This design comes from an exercise in tuning for small area and a short achievable clock period on the open sky130 flow, not from production work. The RTL was checked by simulation tests, not by an equivalence proof against the original design. Power and IR drop assume default switching activity.

==> tundra <==
==> flow/design.v <==
`default_nettype none
module mc_banked_memory #(
    parameter int              WIDTH      = 32,
    parameter int              DEPTH      = 48,
    parameter int              ADDR_WIDTH = 6,
    parameter int              NUM_CH     = 4,
    parameter int              RD_LAT     = 2,
    parameter logic [WIDTH-1:0] INIT_VAL  = '0
) (
    input  wire                       clk,
    input  wire                       res,
    input  wire  [NUM_CH-1:0]            bus_valid,
    output logic [NUM_CH-1:0]            bus_ready,
    input  wire  [NUM_CH-1:0]            bus_wr_rd,
    input  wire  [NUM_CH*ADDR_WIDTH-1:0] bus_addr,
    input  wire  [NUM_CH*WIDTH-1:0]      bus_wdata,
    input  wire  [NUM_CH*WIDTH/8-1:0]    bus_wstrb,
    output logic [NUM_CH-1:0]            bus_rvalid,
    output logic [NUM_CH*WIDTH-1:0]      bus_rdata,
    output logic [NUM_CH-1:0]            bus_err,
    output logic                         init_done
);
    localparam int C_NB  = WIDTH / 8;
    localparam int C_CHW = (NUM_CH > 1) ? $clog2(NUM_CH) : 1;
    localparam logic [ADDR_WIDTH-1:0] C_LAST    = ADDR_WIDTH'(DEPTH - 1);
    localparam logic [C_CHW-1:0]      C_LAST_CH = C_CHW'(NUM_CH - 1);
    logic                  r_run;       
    logic [ADDR_WIDTH-1:0] r_addr;      
    logic [C_NB-1:0]       r_wstrb;     
    logic [WIDTH-1:0]      r_wdata;     
    logic [NUM_CH-1:0]     r_rd;        
    logic [C_CHW-1:0]      r_last;
    logic [NUM_CH-1:0]     r_rvalid;
    logic [NUM_CH-1:0]     r_err;
    logic [WIDTH-1:0]      r_rdata;
    logic [WIDTH-1:0]      r_mem [DEPTH];
    logic [NUM_CH-1:0] w_ready;
    logic              w_gnt_any;
    logic [C_CHW-1:0]  w_gnt_ch;
    function automatic logic is_before(input logic [C_CHW-1:0] last, input int j, input int c);
        logic [C_CHW-1:0] dj, dc;
        dj = C_CHW'(j) - last - C_CHW'(1);
        dc = C_CHW'(c) - last - C_CHW'(1);
        is_before = (dj < dc);
    endfunction
    logic [NUM_CH-1:0] w_blocked;
    always_comb begin
        for (int c = 0; c < NUM_CH; c++) begin
            w_blocked[c] = 1'b0;
            for (int j = 0; j < NUM_CH; j++) begin
                if (j != c && is_before(r_last, j, c) && bus_valid[j]) w_blocked[c] = 1'b1;
            end
            w_ready[c] = bus_valid[c] && !w_blocked[c] && r_run && !res;
        end
    end
    always_comb begin
        w_gnt_ch = '0;
        for (int c = 0; c < NUM_CH; c++) begin
            if (w_ready[c]) w_gnt_ch = w_gnt_ch | C_CHW'(c);
        end
    end
    assign w_gnt_any = |w_ready;
    assign bus_ready = w_ready;
    always_ff @(posedge clk) begin
        if (res) begin
            r_last <= C_LAST_CH;
        end else if (w_gnt_any) begin
            r_last <= w_gnt_ch;
        end
    end
    logic [ADDR_WIDTH-1:0] w_sel_addr;
    logic [WIDTH-1:0]      w_sel_wdata;
    logic [C_NB-1:0]       w_sel_wstrb;
    logic [NUM_CH-1:0]     w_gnt_wr;
    always_comb begin
        w_sel_addr  = '0;
        w_sel_wdata = '0;
        w_sel_wstrb = '0;
        for (int i = 0; i < NUM_CH; i++) begin
            w_gnt_wr[i] = w_ready[i] & bus_wr_rd[i];
            w_sel_addr  = w_sel_addr  | ({ADDR_WIDTH{w_ready[i]}}  & bus_addr[i*ADDR_WIDTH +: ADDR_WIDTH]);
            w_sel_wdata = w_sel_wdata | ({WIDTH{w_gnt_wr[i]}}      & bus_wdata[i*WIDTH +: WIDTH]);
            w_sel_wstrb = w_sel_wstrb | ({C_NB{w_gnt_wr[i]}}       & bus_wstrb[i*C_NB +: C_NB]);
        end
    end
    always_ff @(posedge clk) begin
        if (res) begin
            r_run  <= 1'b0;
            r_addr <= '1;
        end else if (!r_run) begin
            r_addr <= r_addr + ADDR_WIDTH'(1);
            if (r_addr == C_LAST - ADDR_WIDTH'(1)) r_run <= 1'b1;
        end else begin
            r_addr <= w_sel_addr;
        end
    end
    always_ff @(posedge clk) begin
        r_wstrb <= (res || r_run) ? w_sel_wstrb : {C_NB{1'b1}};
        r_wdata <= w_sel_wdata;
        r_rd    <= w_ready & ~bus_wr_rd;
    end
    assign init_done = r_run;
    logic [DEPTH-1:0] w_dec;
    always_comb begin
        for (int i = 0; i < DEPTH; i++) w_dec[i] = (r_addr == ADDR_WIDTH'(i));
    end
    always_ff @(posedge clk) begin
        for (int i = 0; i < DEPTH; i++) begin
            for (int b = 0; b < C_NB; b++) begin
                if (w_dec[i] && r_wstrb[b]) r_mem[i][8*b +: 8] <= r_wdata[8*b +: 8];
            end
        end
    end
    logic [WIDTH-1:0] w_rd_word;
    always_comb begin
        w_rd_word = '0;
        for (int i = 0; i < DEPTH; i++) w_rd_word = w_rd_word | ({WIDTH{w_dec[i]}} & r_mem[i]);
    end
    logic w_oor;
    assign w_oor = (r_addr > C_LAST);
    always_ff @(posedge clk) begin
        r_rdata <= w_rd_word;
        if (res) begin
            r_rvalid <= '0;
            r_err    <= '0;
        end else begin
            for (int i = 0; i < NUM_CH; i++) begin
                r_rvalid[i] <= r_rd[i];
                r_err[i]    <= (r_rd[i] && w_oor) ||
                               (w_gnt_wr[i] && (bus_addr[i*ADDR_WIDTH +: ADDR_WIDTH] > C_LAST));
            end
        end
    end
    assign bus_rvalid = r_rvalid;
    assign bus_err    = r_err;
    assign bus_rdata  = {NUM_CH{r_rdata}};
endmodule
`default_nettype wire
`default_nettype none
module mc_banked_memory_top (
    input  wire         clk,
    input  wire         res,
    input  wire  [3:0]  valid,
    output logic [3:0]  ready,
    input  wire  [3:0]  wr_rd,
    input  wire  [23:0] addr,
    input  wire  [127:0] wdata,
    input  wire  [15:0] wstrb,
    output logic [3:0]  rvalid,
    output logic [127:0] rdata,
    output logic [3:0]  err,
    output logic        init_done
);
    mc_banked_memory #(
        .WIDTH(32), .DEPTH(48), .ADDR_WIDTH(6), .NUM_CH(4), .RD_LAT(2),
        .INIT_VAL('0)
    ) u_mem (
        .clk(clk), .res(res),
        .bus_valid(valid), .bus_ready(ready), .bus_wr_rd(wr_rd),
        .bus_addr(addr), .bus_wdata(wdata), .bus_wstrb(wstrb),
        .bus_rvalid(rvalid), .bus_rdata(rdata), .bus_err(err),
        .init_done(init_done)
    );
endmodule
`default_nettype wire
==> flow/run.sh <==
#!/bin/bash
# synth_recipe.tcl (not shown) runs the flow's synth.tcl, then flattens the netlist and writes it again
# the make line also repeats each setting of config.mk as NAME=value (left out here)
make -C /OpenROAD-flow-scripts/flow DESIGN_CONFIG=/design/flow/config.mk WORK_HOME=/design/flow/orfs CLKGATE_MAP_FILE= SYNTH_SCRIPT=/design/flow/synth_recipe.tcl finish
==> flow/config.mk <==
export PLATFORM = sky130hd
export DESIGN_NAME = mc_banked_memory_top
export DESIGN_NICKNAME = mc_banked_memory_top
export VERILOG_FILES = /design/flow/design.v
export SDC_FILE = /design/flow/constraint.sdc
export NUM_CORES = 4
export LEC_CHECK = 0
export CAP_MARGIN = 20
export CORE_MARGIN = 2
export CORE_UTILIZATION = 40
export SETUP_SLACK_MARGIN = 2.5
export SLEW_MARGIN = 20
==> flow/constraint.sdc <==
create_clock -name core_clock -period 5.5 [get_ports {clk}]
set_input_delay 1.1000 -clock core_clock [delete_from_list [all_inputs] [get_ports {clk}]]
set_output_delay 1.1000 -clock core_clock [all_outputs]
set_load 0.01 [all_outputs]
==> violet (differences from tundra) <==
==> flow/design.v, changed modules only <==
module mc_banked_memory #(
    parameter int              WIDTH      = 32,
    parameter int              DEPTH      = 48,
    parameter int              ADDR_WIDTH = 6,
    parameter int              NUM_CH     = 4,
    parameter int              RD_LAT     = 2,
    parameter logic [WIDTH-1:0] INIT_VAL  = '0
) (
    input  wire                       clk,
    input  wire                       res,
    input  wire  [NUM_CH-1:0]            bus_valid,
    output logic [NUM_CH-1:0]            bus_ready,
    input  wire  [NUM_CH-1:0]            bus_wr_rd,
    input  wire  [NUM_CH*ADDR_WIDTH-1:0] bus_addr,
    input  wire  [NUM_CH*WIDTH-1:0]      bus_wdata,
    input  wire  [NUM_CH*WIDTH/8-1:0]    bus_wstrb,
    output logic [NUM_CH-1:0]            bus_rvalid,
    output logic [NUM_CH*WIDTH-1:0]      bus_rdata,
    output logic [NUM_CH-1:0]            bus_err,
    output logic                         init_done
);
    localparam int C_NB  = WIDTH / 8;
    localparam int C_CHW = (NUM_CH > 1) ? $clog2(NUM_CH) : 1;
    localparam logic [ADDR_WIDTH-1:0] C_LAST    = ADDR_WIDTH'(DEPTH - 1);
    localparam logic [C_CHW-1:0]      C_LAST_CH = C_CHW'(NUM_CH - 1);
    logic                  r_run;       
    logic [C_NB-1:0]       r_wstrb;     
    logic [WIDTH-1:0]      r_wdata;     
    logic [NUM_CH-1:0]     r_rd;        
    logic [NUM_CH-1:0]     r_rvalid;
    logic [NUM_CH-1:0]     r_err;
    logic [WIDTH-1:0]      r_rdata;
    logic [WIDTH-1:0]      r_mem [DEPTH];
    logic [NUM_CH-1:0] w_ready;
    logic [NUM_CH-1:0] w_blocked;
    logic [NUM_CH-1:0] logic_blk_o;
    logic              w_gnt_any;
    logic [NUM_CH-1:0] r_pri     [NUM_CH];
    logic [NUM_CH-1:0] w_pri_nxt [NUM_CH];
    function automatic logic is_before(input int last, input int j, input int c);
        is_before = (((j - last - 1 + 2*NUM_CH) % NUM_CH) < ((c - last - 1 + 2*NUM_CH) % NUM_CH));
    endfunction
    always_comb begin
        for (int c = 0; c < NUM_CH; c++) begin
            w_blocked[c] = |(r_pri[c] & bus_valid);
            w_ready[c]   = bus_valid[c] && !w_blocked[c] && r_run;
        end
    end
    assign w_gnt_any = |w_ready;
    logic [NUM_CH-1:0] r_last_oh;
    logic [NUM_CH-1:0] w_ready_o;
    always_comb begin
        for (int c = 0; c < NUM_CH; c++) begin
            logic_blk_o[c] = 1'b0;
            for (int j = 0; j < NUM_CH; j++) begin
                for (int g = 0; g < NUM_CH; g++) begin
                    if (is_before(g, j, c)) logic_blk_o[c] = logic_blk_o[c] | (r_last_oh[g] & bus_valid[j]);
                end
            end
            w_ready_o[c] = bus_valid[c] && !logic_blk_o[c] && r_run && !res;
        end
    end
    assign bus_ready = w_ready_o;
    always_ff @(posedge clk) begin
        if (res) begin
            r_last_oh <= NUM_CH'(1) << (NUM_CH - 1);
        end else if (w_gnt_any) begin
            r_last_oh <= w_ready;
        end
    end
    always_comb begin
        for (int c = 0; c < NUM_CH; c++) begin
            for (int j = 0; j < NUM_CH; j++) begin
                w_pri_nxt[c][j] = 1'b0;
                for (int g = 0; g < NUM_CH; g++) begin
                    if (is_before(g, j, c)) w_pri_nxt[c][j] = w_pri_nxt[c][j] | w_ready[g];
                end
            end
        end
    end
    always_ff @(posedge clk) begin
        for (int c = 0; c < NUM_CH; c++) begin
            for (int j = 0; j < NUM_CH; j++) begin
                if (res) begin
                    r_pri[c][j] <= is_before(NUM_CH - 1, j, c);
                end else if (w_gnt_any) begin
                    r_pri[c][j] <= w_pri_nxt[c][j];
                end
            end
        end
    end
    logic [ADDR_WIDTH-1:0] w_sel_addr;
    logic [WIDTH-1:0]      w_sel_wdata;
    logic [C_NB-1:0]       w_sel_wstrb;
    logic [NUM_CH-1:0]     w_gnt_wr;
    always_comb begin
        w_sel_addr  = '0;
        w_sel_wdata = '0;
        w_sel_wstrb = '0;
        for (int i = 0; i < NUM_CH; i++) begin
            w_gnt_wr[i] = w_ready[i] & bus_wr_rd[i];
            w_sel_addr  = w_sel_addr  | ({ADDR_WIDTH{w_ready[i]}}  & bus_addr[i*ADDR_WIDTH +: ADDR_WIDTH]);
            w_sel_wdata = w_sel_wdata | ({WIDTH{w_gnt_wr[i]}}      & bus_wdata[i*WIDTH +: WIDTH]);
            w_sel_wstrb = w_sel_wstrb | ({C_NB{w_gnt_wr[i]}}       & bus_wstrb[i*C_NB +: C_NB]);
        end
    end
    logic [DEPTH-1:0] r_dec;
    logic             r_first;
    logic             r_oor;
    logic [DEPTH-1:0] w_sel_dec;
    always_comb begin
        for (int i = 0; i < DEPTH; i++) w_sel_dec[i] = w_gnt_any && (w_sel_addr == ADDR_WIDTH'(i));
    end
    always_ff @(posedge clk) begin
        r_first <= res;
        if (res) begin
            r_run <= 1'b0;
            r_dec <= '0;
        end else if (!r_run) begin
            r_dec <= {r_dec[DEPTH-2:0], r_first};
            if (r_dec[DEPTH-2]) r_run <= 1'b1;
        end else begin
            r_dec <= w_sel_dec;
        end
    end
    always_ff @(posedge clk) begin
        r_wstrb <= (res || r_run) ? w_sel_wstrb : {C_NB{1'b1}};
        r_wdata <= w_sel_wdata;
        r_rd    <= res ? '0 : (w_ready & ~bus_wr_rd);
        r_oor   <= (w_sel_addr > C_LAST);
    end
    assign init_done = r_run;
    always_ff @(posedge clk) begin
        for (int i = 0; i < DEPTH; i++) begin
            for (int b = 0; b < C_NB; b++) begin
                if (r_dec[i] && r_wstrb[b]) r_mem[i][8*b +: 8] <= r_wdata[8*b +: 8];
            end
        end
    end
    logic [WIDTH-1:0] w_rd_word;
    always_comb begin
        w_rd_word = '0;
        for (int i = 0; i < DEPTH; i++) w_rd_word = w_rd_word | ({WIDTH{r_dec[i]}} & r_mem[i]);
    end
    always_ff @(posedge clk) begin
        r_rdata <= w_rd_word;
        if (res) begin
            r_rvalid <= '0;
            r_err    <= '0;
        end else begin
            for (int i = 0; i < NUM_CH; i++) begin
                r_rvalid[i] <= r_rd[i];
                r_err[i]    <= (r_rd[i] && r_oor) ||
                               (w_gnt_wr[i] && (bus_addr[i*ADDR_WIDTH +: ADDR_WIDTH] > C_LAST));
            end
        end
    end
    assign bus_rvalid = r_rvalid;
    assign bus_err    = r_err;
    assign bus_rdata  = {NUM_CH{r_rdata}};
endmodule
==> flow/flow/run.sh (new file) <==
#!/bin/bash
set -uo pipefail
export BUFFER_PORTS_ARGS="-buffer_cell sky130_fd_sc_hd__buf_1"
bash standard.sh finish > orfs_make.log 2>&1
==> flow/standard.sh (new file) <==
#!/bin/bash
# synth_recipe.tcl (not shown) runs the flow's synth.tcl, then flattens the netlist and writes it again
# the make line also repeats each setting of config.mk as NAME=value (left out here)
make -C /OpenROAD-flow-scripts/flow DESIGN_CONFIG=/design/flow/config.mk WORK_HOME=/design/flow/orfs CLKGATE_MAP_FILE= SYNTH_SCRIPT=/design/flow/synth_recipe.tcl "${@:-finish}"
- CTS_CLUSTER_DIAMETER: default -> 75
- CTS_CLUSTER_SIZE: default -> 28
- PLACE_DENSITY: default -> 0.75
- SETUP_SLACK_MARGIN: 2.5 -> 2.8
removed: flow/run.sh
==> indigo (differences from tundra) <==
==> flow/design.v, changed modules only <==
module mc_banked_memory #(
    parameter int              WIDTH      = 32,
    parameter int              DEPTH      = 48,
    parameter int              ADDR_WIDTH = 6,
    parameter int              NUM_CH     = 4,
    parameter int              RD_LAT     = 2,
    parameter logic [WIDTH-1:0] INIT_VAL  = '0
) (
    input  wire                       clk,
    input  wire                       res,
    input  wire  [NUM_CH-1:0]            bus_valid,
    output logic [NUM_CH-1:0]            bus_ready,
    input  wire  [NUM_CH-1:0]            bus_wr_rd,
    input  wire  [NUM_CH*ADDR_WIDTH-1:0] bus_addr,
    input  wire  [NUM_CH*WIDTH-1:0]      bus_wdata,
    input  wire  [NUM_CH*WIDTH/8-1:0]    bus_wstrb,
    output logic [NUM_CH-1:0]            bus_rvalid,
    output logic [NUM_CH*WIDTH-1:0]      bus_rdata,
    output logic [NUM_CH-1:0]            bus_err,
    output logic                         init_done
);
    localparam int C_NB  = WIDTH / 8;
    localparam int C_CHW = (NUM_CH > 1) ? $clog2(NUM_CH) : 1;
    localparam logic [ADDR_WIDTH-1:0] C_LAST    = ADDR_WIDTH'(DEPTH - 1);
    localparam logic [C_CHW-1:0]      C_LAST_CH = C_CHW'(NUM_CH - 1);
    logic                  r_run;       
    logic [C_NB-1:0]       r_wstrb;     
    logic [WIDTH-1:0]      r_wdata;     
    logic [NUM_CH-1:0]     r_rd;        
    logic [NUM_CH-1:0]     r_rvalid;
    logic [NUM_CH-1:0]     r_err;
    logic [WIDTH-1:0]      r_rdata;
    logic [WIDTH-1:0]      r_mem [DEPTH];
    logic [NUM_CH-1:0] w_ready;
    logic [NUM_CH-1:0] w_blocked;
    logic [NUM_CH-1:0] logic_blk_o;
    logic              w_gnt_any;
    logic [NUM_CH-1:0] r_pri     [NUM_CH];
    logic [NUM_CH-1:0] w_pri_nxt [NUM_CH];
    function automatic logic is_before(input int last, input int j, input int c);
        is_before = (((j - last - 1 + 2*NUM_CH) % NUM_CH) < ((c - last - 1 + 2*NUM_CH) % NUM_CH));
    endfunction
    always_comb begin
        for (int c = 0; c < NUM_CH; c++) begin
            w_blocked[c] = |(r_pri[c] & bus_valid);
            w_ready[c]   = bus_valid[c] && !w_blocked[c] && r_run && !res;
        end
    end
    assign w_gnt_any = |w_ready;
    logic [NUM_CH-1:0] r_next_oh;
    logic [NUM_CH-1:0] w_ready_o;
    function automatic logic [NUM_CH-1:0] blocked_from(input logic [NUM_CH-1:0] nxt,
                                                       input logic [NUM_CH-1:0] v);
        blocked_from = '0;
        for (int c = 0; c < NUM_CH; c++) begin
            for (int j = 0; j < NUM_CH; j++) begin
                for (int g = 0; g < NUM_CH; g++) begin
                    if (((j - g + NUM_CH) % NUM_CH) < ((c - g + NUM_CH) % NUM_CH))
                        blocked_from[c] = blocked_from[c] | (nxt[g] & v[j]);
                end
            end
        end
    endfunction
    assign logic_blk_o = blocked_from(r_next_oh, bus_valid);
    assign w_ready_o   = bus_valid & ~logic_blk_o & {NUM_CH{r_run & ~res}};
    assign bus_ready = w_ready_o;
    always_ff @(posedge clk) begin
        if (res) begin
            r_next_oh <= NUM_CH'(1);
        end else if (w_gnt_any) begin
            r_next_oh <= {w_ready[NUM_CH-2:0], w_ready[NUM_CH-1]};
        end
    end
    always_comb begin
        for (int c = 0; c < NUM_CH; c++) begin
            for (int j = 0; j < NUM_CH; j++) begin
                w_pri_nxt[c][j] = 1'b0;
                for (int g = 0; g < NUM_CH; g++) begin
                    if (is_before(g, j, c)) w_pri_nxt[c][j] = w_pri_nxt[c][j] | w_ready[g];
                end
            end
        end
    end
    always_ff @(posedge clk) begin
        for (int c = 0; c < NUM_CH; c++) begin
            for (int j = 0; j < NUM_CH; j++) begin
                if (res) begin
                    r_pri[c][j] <= is_before(NUM_CH - 1, j, c);
                end else if (w_gnt_any) begin
                    r_pri[c][j] <= w_pri_nxt[c][j];
                end
            end
        end
    end
    logic [ADDR_WIDTH-1:0] w_sel_addr;
    logic [WIDTH-1:0]      w_sel_wdata;
    logic [C_NB-1:0]       w_sel_wstrb;
    logic [NUM_CH-1:0]     w_gnt_wr;
    always_comb begin
        w_sel_addr  = '0;
        w_sel_wdata = '0;
        w_sel_wstrb = '0;
        for (int i = 0; i < NUM_CH; i++) begin
            w_gnt_wr[i] = w_ready[i] & bus_wr_rd[i];
            w_sel_addr  = w_sel_addr  | ({ADDR_WIDTH{w_ready[i]}}  & bus_addr[i*ADDR_WIDTH +: ADDR_WIDTH]);
            w_sel_wdata = w_sel_wdata | ({WIDTH{w_gnt_wr[i]}}      & bus_wdata[i*WIDTH +: WIDTH]);
            w_sel_wstrb = w_sel_wstrb | ({C_NB{w_gnt_wr[i]}}       & bus_wstrb[i*C_NB +: C_NB]);
        end
    end
    logic [DEPTH-1:0] r_dec;
    logic             r_first;
    logic             r_oor;
    logic [DEPTH-1:0] w_sel_dec;
    always_comb begin
        for (int i = 0; i < DEPTH; i++) w_sel_dec[i] = w_gnt_any && (w_sel_addr == ADDR_WIDTH'(i));
    end
    always_ff @(posedge clk) begin
        r_first <= res;
        if (res) begin
            r_run <= 1'b0;
            r_dec <= '0;
        end else if (!r_run) begin
            r_dec <= {r_dec[DEPTH-2:0], r_first};
            if (r_dec[DEPTH-2]) r_run <= 1'b1;
        end else begin
            r_dec <= w_sel_dec;
        end
    end
    always_ff @(posedge clk) begin
        r_wstrb <= (res || r_run) ? w_sel_wstrb : {C_NB{1'b1}};
        r_wdata <= w_sel_wdata;
        r_rd    <= w_ready & ~bus_wr_rd;
        r_oor   <= (w_sel_addr > C_LAST);
    end
    assign init_done = r_run;
    always_ff @(posedge clk) begin
        for (int i = 0; i < DEPTH; i++) begin
            for (int b = 0; b < C_NB; b++) begin
                if (r_dec[i] && r_wstrb[b]) r_mem[i][8*b +: 8] <= r_wdata[8*b +: 8];
            end
        end
    end
    logic [WIDTH-1:0] w_rd_word;
    always_comb begin
        w_rd_word = '0;
        for (int i = 0; i < DEPTH; i++) w_rd_word = w_rd_word | ({WIDTH{r_dec[i]}} & r_mem[i]);
    end
    always_ff @(posedge clk) begin
        r_rdata <= w_rd_word;
        if (res) begin
            r_rvalid <= '0;
            r_err    <= '0;
        end else begin
            for (int i = 0; i < NUM_CH; i++) begin
                r_rvalid[i] <= r_rd[i];
                r_err[i]    <= (r_rd[i] && r_oor) ||
                               (w_gnt_wr[i] && (bus_addr[i*ADDR_WIDTH +: ADDR_WIDTH] > C_LAST));
            end
        end
    end
    assign bus_rvalid = r_rvalid;
    assign bus_err    = r_err;
    assign bus_rdata  = {NUM_CH{r_rdata}};
endmodule
==> flow/flow/run.sh (new file) <==
#!/bin/bash
set -uo pipefail
export BUFFER_PORTS_ARGS="-buffer_cell sky130_fd_sc_hd__buf_1"
bash standard.sh finish > orfs_make.log 2>&1
==> flow/standard.sh (new file) <==
#!/bin/bash
# synth_recipe.tcl (not shown) runs the flow's synth.tcl, then flattens the netlist and writes it again
# the make line also repeats each setting of config.mk as NAME=value (left out here)
make -C /OpenROAD-flow-scripts/flow DESIGN_CONFIG=/design/flow/config.mk WORK_HOME=/design/flow/orfs CLKGATE_MAP_FILE= SYNTH_SCRIPT=/design/flow/synth_recipe.tcl "${@:-finish}"
- CTS_CLUSTER_DIAMETER: default -> 75
- CTS_CLUSTER_SIZE: default -> 28
- PLACE_DENSITY: default -> 0.75
- SETUP_SLACK_MARGIN: 2.5 -> 2.8
removed: flow/run.sh
==> comparison table <==
quantity                                                                       tundra                   indigo                   violet
End of the critical path                                                     ready[1]                 ready[0]                 ready[3]
Area of the mapped netlist                                               0.06128 mm^2             0.06145 mm^2             0.06151 mm^2
Portion of total power attributed to sequential cells                           46.4%                    66.1%                    66.3%
Number of buffers inserted during clock tree synthesis                            163                       74                       74
Avg Inst Size Synth                                                        17.15 um^2               17.94 um^2               17.83 um^2
Worst EP arrival                                                              2.20 ns                  1.92 ns                  1.81 ns
Compound-cell area share of the yosys netlist                                  10.92%                   13.02%                   12.77%
Outcome                                                       complete, no violations  complete, no violations  complete, no violations
Placer congestion estimate                                                     0.9371                   0.8863                   0.9259
Chip Height                                                                  395.4 um                 396.0 um                 396.1 um
Estimated wirelength of the detail-placed design                             146.0 mm                 115.1 mm                 117.6 mm
Sum of met3 wire segment lengths after detailed routing                      31.61 mm                 29.04 mm                 29.97 mm
Area of the die                                                           0.1563 mm^2              0.1568 mm^2              0.1569 mm^2
Post-layout power                                                            30.35 mW                 20.82 mW                 20.76 mW
Area fraction in and, or, nand and nor cells after synthesis                   6.123%                   4.441%                   4.848%

-- what the ideal ports hide --
How much do the figures lean on ideal ports? The routed layouts below were timed once more, with nothing changed but the port constraints. Step 1: set_driving_cell puts a clkbuf_16 on clk and a buf_2 on each other input, an assumption about the parent block. Step 2 moves the port delays by t, midway between the first and last clock arrival at a register: inputs arrive t later, outputs are due t later. That takes back most of the time a late clock gives input paths. a / b / c = ideal / step 1 / step 2; a / b = the first two.
run | t, ns | slack for setup (ns) | hold slack, ns | worst setup path after step 2 | slew at the worst register clock pin (ns)
tundra | 0.883 | 2.201 / 2.162 / 1.975 | 0.472 / 0.472 / 0.472 | input to register | 0.07 / 0.07
violet | 0.754 | 2.585 / 2.513 / 2.146 | 0.475 / 0.475 / 0.475 | input to register | 0.11 / 0.11
indigo | 0.772 | 2.481 / 2.443 / 2.192 | 0.479 / 0.479 / 0.479 | input to register | 0.11 / 0.11
After both steps every run listed still meets setup and hold. The setup slack of violet, which loses most, moves by -0.072 ns with the drivers and by -0.439 ns with both steps.
